Background: an optimization exercise with open tools, aiming at small area and a short achievable clock period. Do not read the settings as production practice.
At most, simulation tests tie the RTL to the original design; equivalence was not proved.
No activity file was given, so power comes from the tool's default toggle rates.

==> inputs of 09-12 <==
// ray_march_step
module ray_march_step #(
    parameter int MAX_ITER      = 64,
    parameter int MAX_DEPTH_INT = 16,
    parameter int FIFO_DEPTH    = 4
) (
    input  logic              clk,
    input  logic              rst_n,
    input  logic              in_valid,
    input  logic [479:0]      data_in,
    output logic              loop_valid,
    output logic [479:0]      loop_out,
    output logic              pix_valid,
    output logic [15:0]       pix_addr,
    output logic              pix_hit,
    output logic [7:0]        pix_steps,
    output logic [31:0]       pix_depth,
    input  logic              pix_ready,
    output logic              fifo_overflow
);
==> module march_pix_fifo, before the edit <==
module march_pix_fifo (
    input  logic        clk,
    input  logic        rst_n,
    input  logic        wr_en,
    input  logic [56:0] wr_data,
    input  logic        rd_ready,
    output logic        rd_valid,
    output logic [56:0] rd_data,
    output logic        overflow
);
    logic [4*57-1:0] mem_r;
    logic [1:0]  wr_ptr_r, rd_ptr_r;
    logic [2:0]  count_r;
    logic        empty_s, full_s, pop_s, push_s;
    always_comb begin
        empty_s  = (count_r == 3'd0);
        full_s   = count_r[2];
        pop_s    = !empty_s && rd_ready;
        push_s   = wr_en && (!full_s || pop_s);
        rd_valid = !empty_s;
        rd_data  = empty_s ? 57'd0 : mem_r[rd_ptr_r*57 +: 57];
    end
    always_ff @(posedge clk) begin
        for (int i = 0; i < 4; i++) begin
            if (push_s && (wr_ptr_r == 2'(i))) mem_r[i*57 +: 57] <= wr_data;
        end
    end
    always_ff @(posedge clk or negedge rst_n) begin
        if (!rst_n) begin
            wr_ptr_r <= '0;
            rd_ptr_r <= '0;
            count_r  <= '0;
            overflow <= 1'b0;
        end else begin
            if (push_s) wr_ptr_r <= wr_ptr_r + 2'd1;
            if (pop_s)  rd_ptr_r <= rd_ptr_r + 2'd1;
            if (push_s && !pop_s) count_r <= count_r + 3'd1;
            else if (pop_s && !push_s) count_r <= count_r - 3'd1;
            if (wr_en && full_s && !pop_s) overflow <= 1'b1;
        end
    end
endmodule
==> module ray_march_step, before the edit <==
module ray_march_step #(
    parameter int MAX_ITER      = 64,
    parameter int MAX_DEPTH_INT = 16,
    parameter int FIFO_DEPTH    = 4
) (
    input  logic              clk,
    input  logic              rst_n,
    input  logic              in_valid,
    input  logic [479:0]      data_in,
    output logic              loop_valid,
    output logic [479:0]      loop_out,
    output logic              pix_valid,
    output logic [15:0]       pix_addr,
    output logic              pix_hit,
    output logic [7:0]        pix_steps,
    output logic [31:0]       pix_depth,
    input  logic              pix_ready,
    output logic              fifo_overflow
);
    localparam logic [31:0] DEPTH_LIMIT = 32'(MAX_DEPTH_INT) << 16;
    localparam logic [7:0]  ITER_LIMIT  = 8'(MAX_ITER);
    logic        r1_valid;
    logic [15:0] r1_addr;
    logic [7:0]  r1_iter;
    logic [31:0] r1_px, r1_py, r1_pz, r1_dx, r1_dy, r1_dz;
    logic [31:0] r1_mdepth, r1_logd, r1_eps;
    logic [15:0] r1_one, r1_two;
    logic [14:0] r1_neg;
    logic [15:0] in_one, in_two;
    logic [14:0] in_neg;
    rm_booth u_enc (
        .d   (data_in[63] ? 31'd0 : data_in[62:32]),
        .one (in_one),
        .two (in_two),
        .neg (in_neg)
    );
    always_ff @(posedge clk or negedge rst_n) begin
        if (!rst_n) r1_valid <= 1'b0;
        else        r1_valid <= in_valid;
    end
    always_ff @(posedge clk) begin
        r1_addr   <= data_in[479:464];
        r1_iter   <= data_in[463:456];
        r1_px     <= data_in[447:416];
        r1_py     <= data_in[415:384];
        r1_pz     <= data_in[383:352];
        r1_dx     <= data_in[351:320];
        r1_dy     <= data_in[319:288];
        r1_dz     <= data_in[287:256];
        r1_mdepth <= data_in[95:64];
        r1_logd   <= data_in[63:32];
        r1_eps    <= data_in[31:0];
        r1_one    <= in_one;
        r1_two    <= in_two;
        r1_neg    <= in_neg;
    end
    logic [31:0] s1_sum, s1_depth;
    logic [7:0]  s1_iter;
    logic        s1_hit, s1_term;
    always_comb begin
        s1_sum   = r1_mdepth + r1_logd;
        if (r1_logd[31]) begin
            s1_hit   = $signed(r1_eps) > 0;
            s1_depth = r1_mdepth;
        end else begin
            s1_hit   = $signed(r1_logd) < $signed(r1_eps);
            s1_depth = (!r1_mdepth[31] && s1_sum[31]) ? 32'h7fff_ffff : s1_sum;
        end
        s1_iter  = r1_iter + 8'd1;
        s1_term  = s1_hit || ($signed(s1_depth) >= $signed(DEPTH_LIMIT)) || (s1_iter == ITER_LIMIT);
    end
    logic [31:0] s2_px, s2_py, s2_pz;
    rm_madd u_mx (.clk(clk), .a(r1_dx), .p(r1_px), .one(r1_one), .two(r1_two), .neg(r1_neg), .y(s2_px));
    rm_madd u_my (.clk(clk), .a(r1_dy), .p(r1_py), .one(r1_one), .two(r1_two), .neg(r1_neg), .y(s2_py));
    rm_madd u_mz (.clk(clk), .a(r1_dz), .p(r1_pz), .one(r1_one), .two(r1_two), .neg(r1_neg), .y(s2_pz));
    logic        r2_valid, r2_term, r2_hit;
    logic [15:0] r2_addr;
    logic [7:0]  r2_iter;
    logic [31:0] r2_depth, r2_dx, r2_dy, r2_dz, r2_logd, r2_eps;
    always_ff @(posedge clk or negedge rst_n) begin
        if (!rst_n) r2_valid <= 1'b0;
        else        r2_valid <= r1_valid;
    end
    always_ff @(posedge clk) begin
        r2_term  <= s1_term;
        r2_hit   <= s1_hit;
        r2_addr  <= r1_addr;
        r2_iter  <= s1_iter;
        r2_depth <= s1_depth;
        r2_dx    <= r1_dx;
        r2_dy    <= r1_dy;
        r2_dz    <= r1_dz;
        r2_logd  <= r1_logd;
        r2_eps   <= r1_eps;
    end
    logic cont_s, wr_en_s;
    assign cont_s  = r2_valid && !r2_term;
    assign wr_en_s = r2_valid && r2_term;
    logic [15:0] r3_addr;
    logic [7:0]  r3_iter;
    logic [31:0] r3_px, r3_py, r3_pz, r3_dx, r3_dy, r3_dz, r3_depth, r3_logd, r3_eps;
    always_ff @(posedge clk or negedge rst_n) begin
        if (!rst_n) begin
            loop_valid <= 1'b0;
            r3_addr    <= '0;
            r3_iter    <= '0;
            r3_px      <= '0;
            r3_py      <= '0;
            r3_pz      <= '0;
            r3_dx      <= '0;
            r3_dy      <= '0;
            r3_dz      <= '0;
            r3_depth   <= '0;
            r3_logd    <= '0;
            r3_eps     <= '0;
        end else begin
            loop_valid <= cont_s;
            r3_addr    <= cont_s ? r2_addr  : '0;
            r3_iter    <= cont_s ? r2_iter  : '0;
            r3_px      <= cont_s ? s2_px    : '0;
            r3_py      <= cont_s ? s2_py    : '0;
            r3_pz      <= cont_s ? s2_pz    : '0;
            r3_dx      <= cont_s ? r2_dx    : '0;
            r3_dy      <= cont_s ? r2_dy    : '0;
            r3_dz      <= cont_s ? r2_dz    : '0;
            r3_depth   <= cont_s ? r2_depth : '0;
            r3_logd    <= cont_s ? r2_logd  : '0;
            r3_eps     <= cont_s ? r2_eps   : '0;
        end
    end
    assign loop_out = {r3_addr, r3_iter, 8'd0, r3_px, r3_py, r3_pz, r3_dx, r3_dy, r3_dz,
                       r3_px, r3_py, r3_pz, 32'd0, 15'd0, loop_valid, 16'd0,
                       r3_depth, r3_logd, r3_eps};
    march_pix_fifo u_fifo (
        .clk      (clk),
        .rst_n    (rst_n),
        .wr_en    (wr_en_s),
        .wr_data  ({r2_addr, r2_hit, r2_iter, r2_depth}),
        .rd_ready (pix_ready),
        .rd_valid (pix_valid),
        .rd_data  ({pix_addr, pix_hit, pix_steps, pix_depth}),
        .overflow (fifo_overflow)
    );
endmodule
Settings: LEC_CHECK=0, CAP_MARGIN=20, CORE_MARGIN=2, CORE_UTILIZATION=60, PLACE_DENSITY=0.7, SLEW_MARGIN=20, SYNTH_HIERARCHICAL=1, SYNTH_MINIMUM_KEEP_SIZE=0; clock period 8.5 ns.
run.sh (not shown) runs the stock make flow with config.mk's settings and CLKGATE_MAP_FILE= SYNTH_SCRIPT=/design/flow/synth_recipe.tcl, a recipe that flattens the netlist after the stock synthesis.
==> 03-24: changes against 09-12 <==
--- a/flow/design.v
+++ b/flow/design.v
@@ -12,42 +12,54 @@
     input  logic        wr_en,
     input  logic [56:0] wr_data,
     input  logic        rd_ready,
     output logic        rd_valid,
     output logic [56:0] rd_data,
     output logic        overflow
 );
-    logic [4*57-1:0] mem_r;
-    logic [1:0]  wr_ptr_r, rd_ptr_r;
-    logic [2:0]  count_r;
-    logic        empty_s, full_s, pop_s, push_s;
+    logic [3*57-1:0] ring_r;
+    logic [2:0]      rd_oh_r, wr_oh_r;    
+    logic [1:0]      rc_r;               
+    logic [56:0]     ring_head_s, head_next_s;
+    logic            keep_s, ring_nz_s, full_s, pop_s, push_s, to_ring_s;
     always_comb begin
-        empty_s  = (count_r == 3'd0);
-        full_s   = count_r[2];
-        pop_s    = !empty_s && rd_ready;
-        push_s   = wr_en && (!full_s || pop_s);
-        rd_valid = !empty_s;
-        rd_data  = empty_s ? 57'd0 : mem_r[rd_ptr_r*57 +: 57];
+        ring_head_s = ({57{rd_oh_r[0]}} & ring_r[0 +: 57])
+                    | ({57{rd_oh_r[1]}} & ring_r[57 +: 57])
+                    | ({57{rd_oh_r[2]}} & ring_r[114 +: 57]);
+        ring_nz_s   = (rc_r != 2'd0);
+        full_s      = rd_valid && (rc_r == 2'd3);
+        keep_s      = rd_valid && !rd_ready;
+        pop_s       = rd_valid && rd_ready;
+        push_s      = wr_en && (!full_s || pop_s);
+        to_ring_s   = push_s && (keep_s || ring_nz_s);
+        if (keep_s)         head_next_s = rd_data;
+        else if (ring_nz_s) head_next_s = ring_head_s;
+        else if (wr_en)     head_next_s = wr_data;
+        else                head_next_s = '0;
     end
     always_ff @(posedge clk) begin
-        for (int i = 0; i < 4; i++) begin
-            if (push_s && (wr_ptr_r == 2'(i))) mem_r[i*57 +: 57] <= wr_data;
+        for (int i = 0; i < 3; i++) begin
+            if (to_ring_s && wr_oh_r[i]) ring_r[i*57 +: 57] <= wr_data;
         end
     end
     always_ff @(posedge clk or negedge rst_n) begin
         if (!rst_n) begin
-            wr_ptr_r <= '0;
-            rd_ptr_r <= '0;
-            count_r  <= '0;
+            rd_data  <= '0;
+            rd_valid <= 1'b0;
+            rd_oh_r  <= 3'b001;
+            wr_oh_r  <= 3'b001;
+            rc_r     <= '0;
             overflow <= 1'b0;
         end else begin
-            if (push_s) wr_ptr_r <= wr_ptr_r + 2'd1;
-            if (pop_s)  rd_ptr_r <= rd_ptr_r + 2'd1;
-            if (push_s && !pop_s) count_r <= count_r + 3'd1;
-            else if (pop_s && !push_s) count_r <= count_r - 3'd1;
+            rd_data  <= head_next_s;
+            rd_valid <= keep_s || ring_nz_s || wr_en;
+            if (pop_s && ring_nz_s) rd_oh_r <= {rd_oh_r[1:0], rd_oh_r[2]};
+            if (to_ring_s)          wr_oh_r <= {wr_oh_r[1:0], wr_oh_r[2]};
+            if (to_ring_s && !(pop_s && ring_nz_s))      rc_r <= rc_r + 2'd1;
+            else if (!to_ring_s && pop_s && ring_nz_s)   rc_r <= rc_r - 2'd1;
             if (wr_en && full_s && !pop_s) overflow <= 1'b1;
         end
     end
 endmodule
 module rm_fa (
     input  logic a,
     input  logic b,
==> flow/flow/run.sh (new file) <==
#!/bin/bash
# The standard layout, with plain buffers on the ports in place of the
# default delay-cell buffers. make's full output goes to standard_flow.log;
# each ORFS step also keeps its own log under orfs/logs/.
set -euo pipefail
bash standard.sh 'BUFFER_PORTS_ARGS=-buffer_cell sky130_fd_sc_hd__buf_1' finish > standard_flow.log 2>&1
==> flow/standard.sh (new file) <==
#!/bin/bash
# synth_recipe.tcl (not shown) runs the flow's synth.tcl, then flattens the netlist and writes it again
# the make line also repeats each setting of config.mk as NAME=value (left out here)
make -C /OpenROAD-flow-scripts/flow DESIGN_CONFIG=/design/flow/config.mk WORK_HOME=/design/flow/orfs CLKGATE_MAP_FILE= SYNTH_SCRIPT=/design/flow/synth_recipe.tcl "${@:-finish}"
Settings changed: CORE_UTILIZATION 60 to 45, CTS_CLUSTER_DIAMETER set to 100, CTS_CLUSTER_SIZE set to 20, PLACE_DENSITY 0.7 to 0.6, SETUP_SLACK_MARGIN set to 5.
removed: flow/run.sh
==> 01-08: changes against 09-12 <==
--- a/flow/design.v
+++ b/flow/design.v
@@ -1523,26 +1523,22 @@
         r1_mdepth <= data_in[95:64];
         r1_logd   <= data_in[63:32];
         r1_eps    <= data_in[31:0];
         r1_one    <= in_one;
         r1_two    <= in_two;
         r1_neg    <= in_neg;
     end
-    logic [31:0] s1_sum, s1_depth;
+    logic [31:0] s1_dist, s1_sum, s1_depth;
     logic [7:0]  s1_iter;
     logic        s1_hit, s1_term;
     always_comb begin
-        s1_sum   = r1_mdepth + r1_logd;
-        if (r1_logd[31]) begin
-            s1_hit   = $signed(r1_eps) > 0;
-            s1_depth = r1_mdepth;
-        end else begin
-            s1_hit   = $signed(r1_logd) < $signed(r1_eps);
-            s1_depth = (!r1_mdepth[31] && s1_sum[31]) ? 32'h7fff_ffff : s1_sum;
-        end
+        s1_dist  = r1_logd[31] ? 32'd0 : r1_logd;
+        s1_hit   = $signed(s1_dist) < $signed(r1_eps);
+        s1_sum   = r1_mdepth + s1_dist;
+        s1_depth = (!r1_mdepth[31] && s1_sum[31]) ? 32'h7fff_ffff : s1_sum;
         s1_iter  = r1_iter + 8'd1;
         s1_term  = s1_hit || ($signed(s1_depth) >= $signed(DEPTH_LIMIT)) || (s1_iter == ITER_LIMIT);
     end
     logic [31:0] s2_px, s2_py, s2_pz;
     rm_madd u_mx (.clk(clk), .a(r1_dx), .p(r1_px), .one(r1_one), .two(r1_two), .neg(r1_neg), .y(s2_px));
     rm_madd u_my (.clk(clk), .a(r1_dy), .p(r1_py), .one(r1_one), .two(r1_two), .neg(r1_neg), .y(s2_py));
     rm_madd u_mz (.clk(clk), .a(r1_dz), .p(r1_pz), .one(r1_one), .two(r1_two), .neg(r1_neg), .y(s2_pz));
Settings changed: CORE_UTILIZATION 60 to 40, PLACE_DENSITY 0.7 to not set.
==> 03-13: changes against 09-12 <==
--- a/flow/design.v
+++ b/flow/design.v
@@ -12,42 +12,54 @@
     input  logic        wr_en,
     input  logic [56:0] wr_data,
     input  logic        rd_ready,
     output logic        rd_valid,
     output logic [56:0] rd_data,
     output logic        overflow
 );
-    logic [4*57-1:0] mem_r;
-    logic [1:0]  wr_ptr_r, rd_ptr_r;
-    logic [2:0]  count_r;
-    logic        empty_s, full_s, pop_s, push_s;
+    logic [3*57-1:0] ring_r;
+    logic [2:0]      rd_oh_r, wr_oh_r;    
+    logic [1:0]      rc_r;               
+    logic [56:0]     ring_head_s, head_next_s;
+    logic            keep_s, ring_nz_s, full_s, pop_s, push_s, to_ring_s;
     always_comb begin
-        empty_s  = (count_r == 3'd0);
-        full_s   = count_r[2];
-        pop_s    = !empty_s && rd_ready;
-        push_s   = wr_en && (!full_s || pop_s);
-        rd_valid = !empty_s;
-        rd_data  = empty_s ? 57'd0 : mem_r[rd_ptr_r*57 +: 57];
+        ring_head_s = ({57{rd_oh_r[0]}} & ring_r[0 +: 57])
+                    | ({57{rd_oh_r[1]}} & ring_r[57 +: 57])
+                    | ({57{rd_oh_r[2]}} & ring_r[114 +: 57]);
+        ring_nz_s   = (rc_r != 2'd0);
+        full_s      = rd_valid && (rc_r == 2'd3);
+        keep_s      = rd_valid && !rd_ready;
+        pop_s       = rd_valid && rd_ready;
+        push_s      = wr_en && (!full_s || pop_s);
+        to_ring_s   = push_s && (keep_s || ring_nz_s);
+        if (keep_s)         head_next_s = rd_data;
+        else if (ring_nz_s) head_next_s = ring_head_s;
+        else if (wr_en)     head_next_s = wr_data;
+        else                head_next_s = '0;
     end
     always_ff @(posedge clk) begin
-        for (int i = 0; i < 4; i++) begin
-            if (push_s && (wr_ptr_r == 2'(i))) mem_r[i*57 +: 57] <= wr_data;
+        for (int i = 0; i < 3; i++) begin
+            if (to_ring_s && wr_oh_r[i]) ring_r[i*57 +: 57] <= wr_data;
         end
     end
     always_ff @(posedge clk or negedge rst_n) begin
         if (!rst_n) begin
-            wr_ptr_r <= '0;
-            rd_ptr_r <= '0;
-            count_r  <= '0;
+            rd_data  <= '0;
+            rd_valid <= 1'b0;
+            rd_oh_r  <= 3'b001;
+            wr_oh_r  <= 3'b001;
+            rc_r     <= '0;
             overflow <= 1'b0;
         end else begin
-            if (push_s) wr_ptr_r <= wr_ptr_r + 2'd1;
-            if (pop_s)  rd_ptr_r <= rd_ptr_r + 2'd1;
-            if (push_s && !pop_s) count_r <= count_r + 3'd1;
-            else if (pop_s && !push_s) count_r <= count_r - 3'd1;
+            rd_data  <= head_next_s;
+            rd_valid <= keep_s || ring_nz_s || wr_en;
+            if (pop_s && ring_nz_s) rd_oh_r <= {rd_oh_r[1:0], rd_oh_r[2]};
+            if (to_ring_s)          wr_oh_r <= {wr_oh_r[1:0], wr_oh_r[2]};
+            if (to_ring_s && !(pop_s && ring_nz_s))      rc_r <= rc_r + 2'd1;
+            else if (!to_ring_s && pop_s && ring_nz_s)   rc_r <= rc_r - 2'd1;
             if (wr_en && full_s && !pop_s) overflow <= 1'b1;
         end
     end
 endmodule
 module rm_fa (
     input  logic a,
     input  logic b,
@@ -1462,18 +1474,21 @@
     rm_fa u_bs913 (.a(r[151]), .b(r[152]), .c(r[153]), .s(bs913), .co(bc913));
     wire bs914, bc914;
     rm_fa u_bs914 (.a(r[154]), .b(bc911), .c(bs913), .s(bs914), .co(bc914));
     wire bs915, bc915;
     rm_fa u_bs915 (.a(r[155]), .b(r[156]), .c(r[157]), .s(bs915), .co(bc915));
     wire bs916, bc916;
     rm_fa u_bs916 (.a(r[158]), .b(bc913), .c(bs915), .s(bs916), .co(bc916));
-    wire [47:0] ra = {bc914, bc912, bc910, bc908, bc906, bc904, bc902, bc900, bc898, bc896, bc894, bc892, bc890, bc888, bc886, bc884, bc882, bc880, bc878, bc876, bc874, bc872, bc870, bc868, bc866, bc864, bc862, bc860, bc858, bc856, bs855, r[34], r[29], r[27], r[25], r[23], r[21], r[19], r[17], r[15], r[13], r[11], r[10], r[7], r[5], r[3], r[2], r[0]};
-    wire [47:0] rb = {bs916, bs914, bs912, bs910, bs908, bs906, bs904, bs902, bs900, bs898, bs896, bs894, bs892, bs890, bs888, bs886, bs884, bs882, bs880, bs878, bs876, bs874, bs872, bs870, bs868, bs866, bs864, bs862, bs860, bs858, bs856, bs854, r[30], r[28], r[26], r[24], r[22], r[20], r[18], r[16], r[14], r[12], r[9], r[8], r[6], r[4], 1'b0, r[1]};
-    wire [47:0] sum = ra + rb;
-    assign y = sum[47:16];
+    wire [15:0] la = {r[29], r[27], r[25], r[23], r[21], r[19], r[17], r[15], r[13], r[11], r[10], r[7], r[5], r[3], r[2], r[0]};
+    wire [15:0] lb = {r[30], r[28], r[26], r[24], r[22], r[20], r[18], r[16], r[14], r[12], r[9], r[8], r[6], r[4], 1'b0, r[1]};
+    wire [16:0] lsum = {1'b0, la} + {1'b0, lb};
+    wire [32:0] ra = {bc914, bc912, bc910, bc908, bc906, bc904, bc902, bc900, bc898, bc896, bc894, bc892, bc890, bc888, bc886, bc884, bc882, bc880, bc878, bc876, bc874, bc872, bc870, bc868, bc866, bc864, bc862, bc860, bc858, bc856, bs855, r[34], lsum[16]};
+    wire [32:0] rb = {bs916, bs914, bs912, bs910, bs908, bs906, bs904, bs902, bs900, bs898, bs896, bs894, bs892, bs890, bs888, bs886, bs884, bs882, bs880, bs878, bs876, bs874, bs872, bs870, bs868, bs866, bs864, bs862, bs860, bs858, bs856, bs854, lsum[16]};
+    wire [32:0] sum = ra + rb;
+    assign y = sum[32:1];
 endmodule
 module ray_march_step #(
     parameter int MAX_ITER      = 64,
     parameter int MAX_DEPTH_INT = 16,
     parameter int FIFO_DEPTH    = 4
 ) (
     input  logic              clk,
==> flow/flow/run.sh (new file) <==
#!/bin/bash
# The standard layout, with plain buffers on the ports in place of the
# default delay-cell buffers. make's full output goes to standard_flow.log;
# each ORFS step also keeps its own log under orfs/logs/.
set -euo pipefail
bash standard.sh 'BUFFER_PORTS_ARGS=-buffer_cell sky130_fd_sc_hd__buf_1' finish > standard_flow.log 2>&1
==> flow/standard.sh (new file) <==
#!/bin/bash
# synth_recipe.tcl (not shown) runs the flow's synth.tcl, then flattens the netlist and writes it again
# the make line also repeats each setting of config.mk as NAME=value (left out here)
make -C /OpenROAD-flow-scripts/flow DESIGN_CONFIG=/design/flow/config.mk WORK_HOME=/design/flow/orfs CLKGATE_MAP_FILE= SYNTH_SCRIPT=/design/flow/synth_recipe.tcl "${@:-finish}"
Settings changed: CORE_UTILIZATION 60 to 45, CTS_CLUSTER_DIAMETER set to 100, CTS_CLUSTER_SIZE set to 20, PLACE_DENSITY 0.7 to 0.6, SETUP_SLACK_MARGIN set to 5.
removed: flow/run.sh
==> comparison table <==
| quantity | 09-12 | 01-08 | 03-24 | 03-13 |
|---|---|---|---|---|
| Number of clock sinks seen by CTS | 1605 | 1605 | 1607 | 1607 |
| Finished Layout Cells | 11.47k | 12.93k | 12.59k | 12.49k |
| Post-CTS Setup Repair Bufs | 0 | 0 | 148 | 155 |
| Number of instances in the synthesized netlist | 8787 | 9074 | 9111 | 8988 |
| Slowest cell on the critical path | mux4_2 | dfrtp_4 | fa_1 | fa_2 |
| Total power density per cell area | 457.5 nW/um^2 | 458.2 nW/um^2 | 503.1 nW/um^2 | 471.4 nW/um^2 |
| Start-to-end type of the worst setup path | reg2out | reg2out | reg2reg | reg2reg |
| Data required time of the critical path | 6.80 ns | 6.80 ns | 9.19 ns | 9.25 ns |
| First-pass GRT wire length | 522300 um | 570600 um | 594200 um | 576400 um |
| Global-route met1 utilization | 50.55% | 38.28% | 43.76% | 40.60% |
| Number of rows in the core area | 152 | 188 | 176 | 176 |
| Iter 0 DRT Violations | 10.50k | 9831 | 11.18k | 11.10k |
| Number of sequential storage elements | 1605 | 1605 | 1607 | 1607 |
| Syn Area/Cell | 11.79 sq um | 11.59 sq um | 11.44 sq um | 11.51 sq um |
| Setup repair after global routing missed its margin | false | false | true | true |
| Launching element of the worst setup path | u_fifo.rd_ptr_r[0]$_DFFE_PN0P_ | u_fifo.rd_ptr_r[0]$_DFFE_PN0P_ | u_mz.r[67]$_DFF_P_ | u_mz.r[39]$_DFF_P_ |
| Max_slew headroom | 16.93% | 21.29% | 30.43% | 29.50% |
| Share of synthesized area occupied by flip-flops and latches | 34.77% | 34.25% | 34.35% | 34.60% |
| Run status | finished clean | finished clean | finished clean | finished clean |
| Biggest fanout along the worst timing path | 50 | 31 | 5 | 4 |
| Peak VDD IR | 0.6293 mV | 0.6475 mV | 0.5312 mV | 0.5861 mV |
| Internal | 28.67 mW | 29.37 mW | 30.89 mW | 29.13 mW |
| FF-to-FF End | u_mx.r[106]$_DFF_P_ | u_my.r[30]$_DFF_P_ | r3_pz[29]$_DFF_PN0_ | r3_pz[24]$_DFF_PN0_ |
| Layout Area Growth over Synthesis | 13.62% | 14.94% | 12.76% | 13.51% |
Function not checked in 09-12, 03-24 and 01-08: the RTL went through the layout flow alone.

[static timing again, ports no longer ideal]
No port has a modelled driver above. Below, the same layouts with a new extraction and two added sets of constraints. Step 1 (the two cells are an assumption about what drives the block):
set clk [get_ports {clk}]
set_driving_cell -lib_cell sky130_fd_sc_hd__clkbuf_16 $clk
set_driving_cell -lib_cell sky130_fd_sc_hd__buf_2 [delete_from_list [all_inputs] $clk]
Step 2, shift: input delay + t, output delay - t, t = (earliest + latest rising clock arrival at the registers) / 2. This alone moves slack from input paths to output paths. a / b / c = ideal ports / drivers / drivers and shift; a / b = the first two.
| run | t (ns) | setup slack, ns | slew at the worst register clock pin (ns) |
|---|---|---|---|
| 09-12 | 0.935 | 3.426 / 3.331 / 3.793 | 0.07 / 0.07 |
| 03-24 | 0.919 | 4.734 / 4.734 / 4.668 | 0.10 / 0.10 |
| 01-08 | 0.948 | 2.992 / 2.898 / 3.649 | 0.07 / 0.07 |
| 03-13 | 0.917 | 4.726 / 4.726 / 4.247 | 0.09 / 0.09 |
After both steps every run listed still meets setup and hold. For 03-13, which loses most, drivers alone change the setup slack by 0.000 ns; drivers and shift together by -0.479 ns.
